What follows belongs to an exercise in optimizing a design on an open flow for small area, a short achievable clock period and few clock cycles per item; a production flow would make more cautious choices.
Where RTL was checked, it was by simulation tests only, not by an equivalence proof against the original.

==> inputs of v36 <==
Design fp_add_sub_param, start of the top module:
module fp_add_sub_param #(
    parameter int EXP_W = 11,
    parameter int MAN_W = 52
) (
    input  logic                   Clock,
    input  logic                   Reset,
    input  logic                   A_store_bit,
    input  logic [EXP_W+MAN_W:0]   A,
    output logic                   A_acknowledgment,
    input  logic                   B_store_bit,
    input  logic [EXP_W+MAN_W:0]   B,
    input  logic                   Op,
    output logic                   B_acknowledgment,
    output logic [EXP_W+MAN_W:0]   SUM,
    output logic [3:0]             Flags,
    output logic                   SUM_store_bit,
    input  logic                   SUM_acknowledgment
);
clock: 10.0 ns
lec_check: 0
abc_area: 1
cap_margin: 20
core_margin: 2
core_utilization: 55
slew_margin: 20
run.sh (not shown) runs the stock make flow with config.mk's settings and CLKGATE_MAP_FILE= SYNTH_SCRIPT=/design/flow/synth_recipe.tcl, a recipe that flattens the netlist after the stock synthesis.
==> inputs of v12, as changes to v36 <==
--- a/flow/design.v
+++ b/flow/design.v
@@ -14,18 +14,18 @@
     output logic [EXP_W+MAN_W:0]   SUM,
     output logic [3:0]             Flags,
     output logic                   SUM_store_bit,
     input  logic                   SUM_acknowledgment
 );
     localparam int W   = 1 + EXP_W + MAN_W;
     localparam int SW  = MAN_W + 4;              
-    localparam int SHW = $clog2(SW);             
+    localparam int SHW = 6;                      
     localparam int NH  = MAN_W + 2;              
     localparam int LW  = 64;                     
-    localparam int LB  = $clog2(LW);
+    localparam int LB  = 6;                      
     localparam logic [W-1:0] QNAN = {1'b0, {EXP_W{1'b1}}, 1'b1, {(MAN_W-1){1'b0}}};
     logic v1_q, v2_q, vo_q, en;
     assign en = ~vo_q | SUM_acknowledgment;
     assign A_acknowledgment = B_store_bit & en;
     assign B_acknowledgment = A_store_bit & en;
     assign SUM_store_bit    = vo_q;
     always_ff @(posedge Clock or negedge Reset) begin
@@ -103,44 +103,30 @@
             zsgn1_q <= zsgn;
             spec1_q <= spec;
             snan1_q <= spec_nan;
             ssgn1_q <= spec_sgn;
             sinv1_q <= spec_inv;
         end
     end
-    function automatic logic [NH-1:0] padd(input logic [NH-1:0] a, input logic [NH-1:0] b,
-                                           input logic cin);
-        logic [NH-1:0] g, p, gg, pp;
-        g  = a & b;
-        p  = a ^ b;
-        gg = g;
-        pp = p;
-        for (int l = 0; (1 << l) < NH; l++)
-            for (int i = NH - 1; i >= (1 << l); i--) begin
-                gg[i] = gg[i] | (pp[i] & gg[i - (1 << l)]);
-                pp[i] = pp[i] & pp[i - (1 << l)];
-            end
-        padd = p ^ ({gg[NH-2:0], 1'b0} | ({pp[NH-2:0], 1'b1} & {NH{cin}}));
-    endfunction
     logic [SW:0]    xs;
+    logic [SW+(1<<SHW):0] xs_w;
     logic [MAN_W:0] sml_true;
-    logic           stk, c3;
-    logic [2:0]     y3, lo3;
-    logic [SW:0]    sum;
-    assign xs = $signed({inv1_q, smlx_q, {3{inv1_q}}}) >>> shamt_q;
+    logic           stk;
+    logic [SW:0]    xop, yop, sum;
+    assign xs_w = {{(1 << SHW){inv1_q}}, inv1_q, smlx_q, {3{inv1_q}}} >> shamt_q;
+    assign xs   = xs_w[SW:0];
     assign sml_true = smlx_q ^ {(MAN_W+1){inv1_q}};
     always_comb begin
         stk = 1'b0;
         for (int i = 0; i <= MAN_W; i++)
             if (32'(i) + 32'd3 < 32'(shamt_q)) stk = stk | sml_true[i];
     end
-    assign y3  = {xs[2:1] ^ {2{inv1_q}}, (xs[0] ^ inv1_q) | stk};
-    assign c3  = sub1_q & (y3 == 3'b000);
-    assign lo3 = sub1_q ? (3'b000 - y3) : y3;
-    assign sum = {padd({rev1_q, bigx_q}, xs[SW:3], c3), lo3};
+    assign yop = {xs[SW:1], inv1_q ? (xs[0] & ~stk) : (xs[0] | stk)};
+    assign xop = {rev1_q, bigx_q, {3{rev1_q}}};
+    fp_add_sub_param_add #(.N(SW + 1)) u_add (.a(xop), .b(yop), .cin(sub1_q), .s(sum));
     logic [LB-1:0]    spos;
     logic             sok;
     logic [EXP_W-1:0] ep1;
     assign sok  = eb1_q <= EXP_W'(SW);
     assign spos = LB'(SW) - eb1_q[LB-1:0];
     assign ep1  = eb1_q + 1'b1;
     logic [SW:0]      sum_q;
@@ -162,24 +148,18 @@
             sinv2_q <= sinv1_q;
         end
     end
     logic [LW-1:0]    sent, lv;
     logic [LB-1:0]    s;
     logic [SW:0]      t;
     logic [SW-1:0]    norm;
-    logic [MAN_W:0]   rm, rnd;
-    logic [MAN_W:0]   ones;
-    logic             inc, inx, rovf, zero, hid, e2046, e2045, ovf_e, ovf;
-    logic [EXP_W:0]   efa, efb;
-    logic [EXP_W-1:0] ef;
-    logic             r_sgn;
-    logic [EXP_W-1:0] r_exp;
-    logic [MAN_W-1:0] r_frac;
-    logic [3:0]       flg;
-    logic [W-1:0]     res;
+    logic [MAN_W:0]   m;
+    logic             inc, inx, zero, e2046, e2045, ovf_e, ovf_c, sgn, ff;
+    logic [EXP_W-1:0] efa;
+    logic [3:0]       fl;
     assign sent = sok_q ? (LW'(1) << spos_q) : '0;
     assign lv   = {sum_q[SW], sum_q[SW-1:0] | sent[SW-1:0], {(LW-SW-1){1'b1}}};
     always_comb begin
         logic [LW-1:0]    z;
         logic [LB*LW-1:0] c;
         logic [LW-1:0]    nz;
         logic [LB*LW-1:0] nc;
@@ -204,52 +184,84 @@
     end
     always_comb begin
         t = sum_q;
         for (int k = LB - 1; k >= 0; k--)
             if (s[k]) t = t << (1 << k);
     end
     assign norm = {t[SW:2], t[1] | t[0]};
-    assign inc = norm[2] & (norm[1] | norm[0] | norm[3]);
-    assign inx = |norm[2:0];
-    assign rm  = norm[SW-1:3];
-    always_comb begin
-        ones = rm;
-        for (int l = 0; (1 << l) < MAN_W + 1; l++)
-            for (int i = MAN_W; i >= (1 << l); i--)
-                ones[i] = ones[i] & ones[i - (1 << l)];
-    end
-    assign rnd  = rm ^ ({ones[MAN_W-1:0], 1'b1} & {(MAN_W+1){inc}});
-    assign rovf = inc & ones[MAN_W];
-    assign hid  = rnd[MAN_W] | rovf;
+    assign inc  = norm[2] & (norm[1] | norm[0] | norm[3]);
+    assign inx  = |norm[2:0];
     assign zero = ~|sum_q;
-    assign efa = {1'b0, ep1_q} - (EXP_W+1)'(s);
-    assign efb = {1'b0, ep1_q} + 1'b1 - (EXP_W+1)'(s);
-    assign ef  = rovf ? efb[EXP_W-1:0] : efa[EXP_W-1:0];
+    assign efa  = ep1_q - EXP_W'(s);
     assign e2046 = ep1_q == {{(EXP_W-1){1'b1}}, 1'b1};
     assign e2045 = ep1_q == {{(EXP_W-1){1'b1}}, 1'b0};
     assign ovf_e = sum_q[SW] & e2046;
-    assign ovf   = ovf_e | (rovf & ((sum_q[SW] & e2045) | (~sum_q[SW] & sum_q[SW-1] & e2046)));
+    assign ovf_c = (sum_q[SW] & e2045) | (~sum_q[SW] & sum_q[SW-1] & e2046);
     always_comb begin
         if (spec2_q) begin
-            r_sgn  = ~snan2_q & ssgn2_q;
-            r_exp  = '1;
-            r_frac = {snan2_q, {(MAN_W-1){1'b0}}};
-            flg    = {sinv2_q, 3'b000};
+            m   = {1'b1, snan2_q, {(MAN_W-1){1'b0}}};
+            sgn = ~snan2_q & ssgn2_q;
+            ff  = 1'b1;
+            fl  = {sinv2_q, 3'b000};
+        end else if (ovf_e) begin
+            m   = {1'b1, {MAN_W{1'b0}}};
+            sgn = sgn2_q;
+            ff  = 1'b1;
+            fl  = 4'b0101;
         end else begin
-            r_sgn  = zero ? zsgn2_q : sgn2_q;
-            r_exp  = ovf_e ? '1 : (hid ? ef : '0);
-            r_frac = ovf_e ? '0 : rnd[MAN_W-1:0];
-            flg    = ovf ? 4'b0101 : {2'b00, ~hid & inx, inx};
-        end
-    end
-    assign res = {r_sgn, r_exp, r_frac};
-    logic [W-1:0] res_q;
-    logic [3:0]   flg_q;
+            m   = norm[SW-1:3];
+            sgn = zero ? zsgn2_q : sgn2_q;
+            ff  = 1'b0;
+            fl  = {2'b00, ovf_c, inx};
+        end
+    end
+    logic [MAN_W:0]   m_q;
+    logic [EXP_W-1:0] efa_q;
+    logic             inc_q, sgn_q, ff_q;
+    logic [3:0]       fl_q;
     always_ff @(posedge Clock) begin
         if (en) begin
-            res_q <= res;
-            flg_q <= flg;
-        end
-    end
-    assign SUM   = res_q;
-    assign Flags = flg_q;
+            m_q   <= m;
+            efa_q <= (spec2_q | ovf_e) ? {EXP_W{1'b1}} : efa;
+            inc_q <= inc & ~spec2_q & ~ovf_e;
+            sgn_q <= sgn;
+            ff_q  <= ff;
+            fl_q  <= fl;
+        end
+    end
+    logic [MAN_W:0]   ones, rnd;
+    logic             rovf, hid;
+    logic [EXP_W-1:0] efb;
+    always_comb begin
+        ones = m_q;
+        for (int l = 0; (1 << l) < MAN_W + 1; l++)
+            for (int i = MAN_W; i >= 1; i--)
+                if (i >= (1 << l)) ones[i] = ones[i] & ones[i - (1 << l)];
+    end
+    assign rnd  = m_q ^ ({ones[MAN_W-1:0], 1'b1} & {(MAN_W+1){inc_q}});
+    assign rovf = inc_q & ones[MAN_W];
+    assign hid  = rnd[MAN_W] | rovf;
+    assign efb  = efa_q + 1'b1;
+    assign SUM   = {sgn_q, hid ? (rovf ? efb : efa_q) : {EXP_W{1'b0}}, rnd[MAN_W-1:0]};
+    assign Flags = ff_q ? fl_q : ((rovf & fl_q[1]) ? 4'b0101 : {2'b00, ~hid & fl_q[0], fl_q[0]});
 endmodule
+module fp_add_sub_param_add #(
+    parameter int N = 57
+) (
+    input  logic [N-1:0] a,
+    input  logic [N-1:0] b,
+    input  logic         cin,
+    output logic [N-1:0] s
+);
+    logic [N:0] g, p;
+    always_comb begin
+        g = {a & b, cin};
+        p = {a ^ b, 1'b0};
+        for (int l = 0; (1 << l) < N + 1; l++)
+            for (int i = 0; i < N + 1; i++)
+                if (((i >> l) & 1) == 1) begin
+                    g[i] = g[i] | (p[i] & g[((i >> (l + 1)) << (l + 1)) + (1 << l) - 1]);
+                    p[i] = p[i] & p[((i >> (l + 1)) << (l + 1)) + (1 << l) - 1];
+                end
+    end
+    assign s = a ^ b ^ g[N-1:0];
+endmodule
==> flow/flow/run.sh (new file) <==
#!/bin/bash
# The standard layout, with the ports buffered by buf_2 instead of the default
# buffer_ports choice (a delay cell). Every port still gets its own buffer.
set -euo pipefail
export BUFFER_PORTS_ARGS="-buffer_cell sky130_fd_sc_hd__buf_2"
bash standard.sh > standard_flow.log 2>&1
==> flow/standard.sh (new file) <==
#!/bin/bash
# synth_recipe.tcl (not shown) runs the flow's synth.tcl, then flattens the netlist and writes it again
# the make line also repeats each setting of config.mk as NAME=value (left out here)
make -C /OpenROAD-flow-scripts/flow DESIGN_CONFIG=/design/flow/config.mk WORK_HOME=/design/flow/orfs CLKGATE_MAP_FILE= SYNTH_SCRIPT=/design/flow/synth_recipe.tcl "${@:-finish}"
CORE_UTILIZATION = 60   (was 55)
SETUP_SLACK_MARGIN = 5   (was default)
removed: flow/run.sh
==> out/qor.yml <==
final_layout_size_suffix_gt1_frac: 0.141
crit_path_end_kind: "output pin"
drt_iter0_drc: 3954
status: "finished clean"
route.met3.wl_mm: 9.17
-- figures above: v12

==> out/qor.yml <==
crit_path_end_kind: "register"
status: "finished clean"
route.met3.wl_mm: 8.28
drt_iter0_drc: 3277
-- figures above: v36

Testbench counts of v12, summed over its fixed seeds: cycles 2,080, items 2,048.
No functional check of the RTL was part of v36.

port drivers added, routing unchanged:
The flow's constraints put no driver on any port. The routed layouts listed below were extracted and timed again, unchanged, in two steps. Step 1 assumes that a clkbuf_16 drives the clock port and a buf_2 every other input. Step 2, shift: input delay + t, output delay - t, t = (earliest + latest rising clock arrival at the registers) / 2. This alone moves slack from input paths to output paths. Three values: ideal ports, drivers, drivers and shift; two values: the first two.
| run | t, ns | setup WS [ns] | worst setup path at the end | clock arrival spread, ns | cell pins on the clock port's net |
|---|---|---|---|---|---|
| v36 | 0.612 | 2.613 / 2.613 / 2.613 | register to register | 0.028 / 0.028 | 1 |
| v12 | 0.635 | 4.838 / 4.773 / 4.594 | input to register | 0.021 / 0.021 | 1 |
After both steps every run listed still meets setup and hold. The setup slack of v12, which loses most, moves by -0.065 ns with the drivers and by -0.244 ns with both steps.
